This is an optimization exercise on Yosys and OpenROAD, whose aim is small area, not a production implementation. Only simulation tests tie the RTL to the original design; equivalence was not proved. No activity file was given, so power comes from the tool's default toggle rates. The clock port is modelled as an ideal driver; clocking choices that lean on that would not hold on a real chip.

## 07-17
==> flow/design.v (excerpt) <==
module pov_display_top (
    input  logic                  clk,
    input  logic                  rst_n,
    input  logic                  som_sclk,
    input  logic                  som_cs_n,
    input  logic                  som_mosi,
    output logic                  som_miso,
    output logic                  drv_sclk,
    output logic                  drv_lat,
    output logic                  drv_gclk,
    output logic [4-1:0] drv_sin,
    output logic [8-1:0]  col_sel
);
    logic [7:0] rx_byte;
    logic [7:0] tx_byte;
    logic       byte_valid;
    logic       frame_start;
    logic [$clog2(8)-1:0] col_addr;
    logic [7:0]                   frame_count;
    logic                         display_enable;
    logic                         shift_tick;
    logic                         col_busy;
    logic                         active;
    logic [3:0]                   bit_idx;
    spi_frame_rx u_spi_frame_rx (
        .clk(clk), .rst_n(rst_n),
        .spi_sclk(som_sclk), .spi_cs_n(som_cs_n),
        .spi_mosi(som_mosi), .spi_miso(som_miso),
        .tx_byte(tx_byte), .rx_byte(rx_byte),
  ...
Size in the first run: ~660 flip-flops.
export LEC_CHECK = 0
export CAP_MARGIN = 20
export CORE_MARGIN = 2
export CORE_UTILIZATION = 40
export CTS_CLUSTER_DIAMETER = 80
export CTS_CLUSTER_SIZE = 28
export SLEW_MARGIN = 20
export SYNTH_HIERARCHICAL = 1
create_clock -name core_clock -period 5.0 [get_ports {clk}]
run.sh (not shown) runs the stock make flow with config.mk's settings and CLKGATE_MAP_FILE= SYNTH_SCRIPT=/design/flow/synth_recipe.tcl, a recipe that flattens the netlist after the stock synthesis.
#### Input delta (03-12 over 07-17)
- a change of CTS_CLUSTER_DIAMETER from 80 to 60
- a change of CTS_CLUSTER_SIZE from 28 to 20
- an added CTS_BUF_LIST of sky130_fd_sc_hd__clkbuf_8
==> comparison <==
Routing usage on met3 in 03-12 is 0.71 points above 07-17.
Row share of power burned in the clock network: 03-12 higher / 07-17 lower
07-17 → 03-12: fraction of the core area covered by cells at the end of the flow shows no meaningful change; area of all sequential standard cells shows no meaningful change; power shows an increase of about 0.9%.
Share of power burned in combinational logic essentially unchanged between 03-12 and 07-17.
Summary: with 07-17 as the reference, leakage power summed over all cells in 03-12 moved up slightly.
Relative to 07-17, post-route clock period utilization has decreased by 1.3 points in 03-12.


lane 1:
Another version of the RTL of pov_display_top (not shown whole).
For scale: ~660 flip-flops.
// pov_display_top
module pov_display_top (
    input  logic                  clk,
    input  logic                  rst_n,
    input  logic                  som_sclk,
    input  logic                  som_cs_n,
    input  logic                  som_mosi,
    output logic                  som_miso,
    output logic                  drv_sclk,
    output logic                  drv_lat,
    output logic                  drv_gclk,
    output logic [4-1:0] drv_sin,
    output logic [8-1:0]  col_sel
);
Settings: LEC_CHECK=0, CAP_MARGIN=20, CORE_MARGIN=2, CORE_UTILIZATION=40, PLACE_DENSITY=0.85, SLEW_MARGIN=20, SYNTH_HIERARCHICAL=1; clock period 5.0 ns.
standard.sh (not shown) runs the stock make flow with config.mk's settings and CLKGATE_MAP_FILE= SYNTH_SCRIPT=/design/flow/synth_recipe.tcl, a recipe that flattens the netlist after the stock synthesis.
==> flow/flow/run.sh <==
#!/bin/bash
# Layout flow: the standard flow (standard.sh) with two settings changed:
# - clock tree synthesis adds no dummy loads for balancing and clusters up to
#   30 flip-flops within 80 um per leaf buffer
# - port buffers are the plain buf_1 instead of a delay buffer
export CTS_ARGS="-sink_clustering_enable -repair_clock_nets -dont_use_dummy_load -sink_clustering_size 30 -sink_clustering_max_diameter 80"
export BUFFER_PORTS_ARGS="-buffer_cell sky130_fd_sc_hd__buf_1"
bash standard.sh > standard.log 2>&1
Lane 1 reached the end of the flow, and the finished layout is clean on the timing, DRC and antenna checks.
Relative to lane 1, the following input files were edited for lane 2:
Settings: PLACE_DENSITY no longer set, was 0.85.
==> flow/flow/run.sh <==
#!/bin/bash
# Layout flow: the standard flow (standard.sh) with two settings changed:
# - clock tree synthesis adds no dummy loads for balancing and clusters up to
#   28 flip-flops within 80 um per leaf buffer
# - port buffers are the plain buf_1 instead of a delay buffer
export CTS_ARGS="-sink_clustering_enable -repair_clock_nets -dont_use_dummy_load -sink_clustering_size 28 -sink_clustering_max_diameter 80 -buf_list \"sky130_fd_sc_hd__clkbuf_8 sky130_fd_sc_hd__clkbuf_16\""
export BUFFER_PORTS_ARGS="-buffer_cell sky130_fd_sc_hd__buf_1"
bash standard.sh > standard.log 2>&1
[summary]
- Diff lane 1 -> lane 2: minimum clock period rose 31 ps, critical path depth rose 1, overall global routing resource usage rose 1.9 points, overall power after layout rose about 2%.
- Diff lane 1 -> lane 2: via count of the first global-routing pass fell about 0.5%; total of plain and repair buffers excluding clock buffers rose about 27%.
## Diff of input files: lane 3 against lane 2
Settings: PLACE_DENSITY: unset -> 0.92.
==> flow/flow/run.sh <==
#!/bin/bash
# Layout flow: the standard flow (standard.sh) with two settings changed:
# - clock tree synthesis adds no dummy loads for balancing and clusters up to
#   28 flip-flops within 80 um per leaf buffer
# - port buffers are the plain buf_1 instead of a delay buffer
export CTS_ARGS="-sink_clustering_enable -repair_clock_nets -dont_use_dummy_load -sink_clustering_size 28 -sink_clustering_max_diameter 80"
export BUFFER_PORTS_ARGS="-buffer_cell sky130_fd_sc_hd__buf_1"
bash standard.sh > standard.log 2>&1
Findings:
- Complete run, failing final checks: lane 3, reason negative setup slack.
- Between lane 3 and lane 2, the required time at the endpoint of the critical path does not differ in any meaningful way.
- Final design utilization of lane 2 is on par with lane 3.
- Lane 2 → lane 3: cell count now smaller; layout overhead on the synthesized area now smaller; clock period minus final worst setup slack now larger.
For lane 4, these inputs were changed with respect to lane 3:
Settings: a deleted PLACE_DENSITY that had been 0.92.
==> comparison <==
Lane 4 was carried through to the last stage, and its layout satisfied the timing, DRC and antenna checks.
Max-capacitance violation count came out exactly the same in lane 4 and lane 3.
On number of vias after detailed routing, lane 3 loses to lane 4.
The higher sequential cell area share came out of lane 3.
Compared lane 4 vs lane 3, and portion of the clock cycle consumed by the worst path in the final layout is down in lane 4.
| total power of the final layout | lane 4 vs lane 3 | 0.75% higher |
Against lane 3, lane 4 reports a placed standard-cell area that is higher.
> inputs changed (lane 4 -> lane 5)
Settings: SLEW_MARGIN changed from 20 to 0; GPL_TIMING_DRIVEN newly set to 0; CAP_MARGIN changed from 20 to 0.
### Flow results
The power spent charging and discharging nets number comes out higher for lane 4 vs lane 5.
Between lane 4 and lane 5, the difference in number of max-slew violations in the final report is negligible.
Lane 5 -> lane 4: count of non-filler cells in the finished layout flat
Diff lane 4..lane 5 | switching part of the total | negligible
Against lane 4, lane 5 comes in 0.35% higher on via count.
Detailed-route wire length on metal 1: higher on lane 4
Detailed-routed wire length on met2 down about 3% in lane 5 wrt lane 4
Run comparison: lane 4 library cell contributing the largest single delay on the critical path a222oi_1; lane 5 library cell contributing the largest single delay on the critical path and2_1

## separate check: timing with driven ports
How much do the figures lean on ideal ports? The routed layouts below were timed once more, with nothing changed but the port constraints. Step 1, drivers: a clkbuf_16 drives clk and a buf_2 each remaining input, both assumed. Step 2 moves the port delays by t, midway between the first and last clock arrival at a register: inputs arrive t later, outputs are due t later. That takes back most of the time a late clock gives input paths. a / b / c = ideal / step 1 / step 2; a / b = the first two.
run	shift t [ns]	slack for setup (ns)	slew at the worst register clock pin (ns)	pins driven straight from the clock port
07-17	0.661	0.052 / -0.003 / 0.659	0.11 / 0.11	1
03-12	0.697	0.116 / 0.065 / 0.762	0.12 / 0.12	1
lane 1	0.627	0.196 / 0.146 / 0.772	0.11 / 0.11	1
lane 2	0.643	0.165 / 0.111 / 0.753	0.11 / 0.11	1
lane 3	0.627	-0.070 / -0.122 / 0.506	0.11 / 0.11	1
lane 4	0.643	0.165 / 0.111 / 0.753	0.11 / 0.11	1
lane 5	0.635	0.171 / 0.115 / 0.750	0.11 / 0.11	1
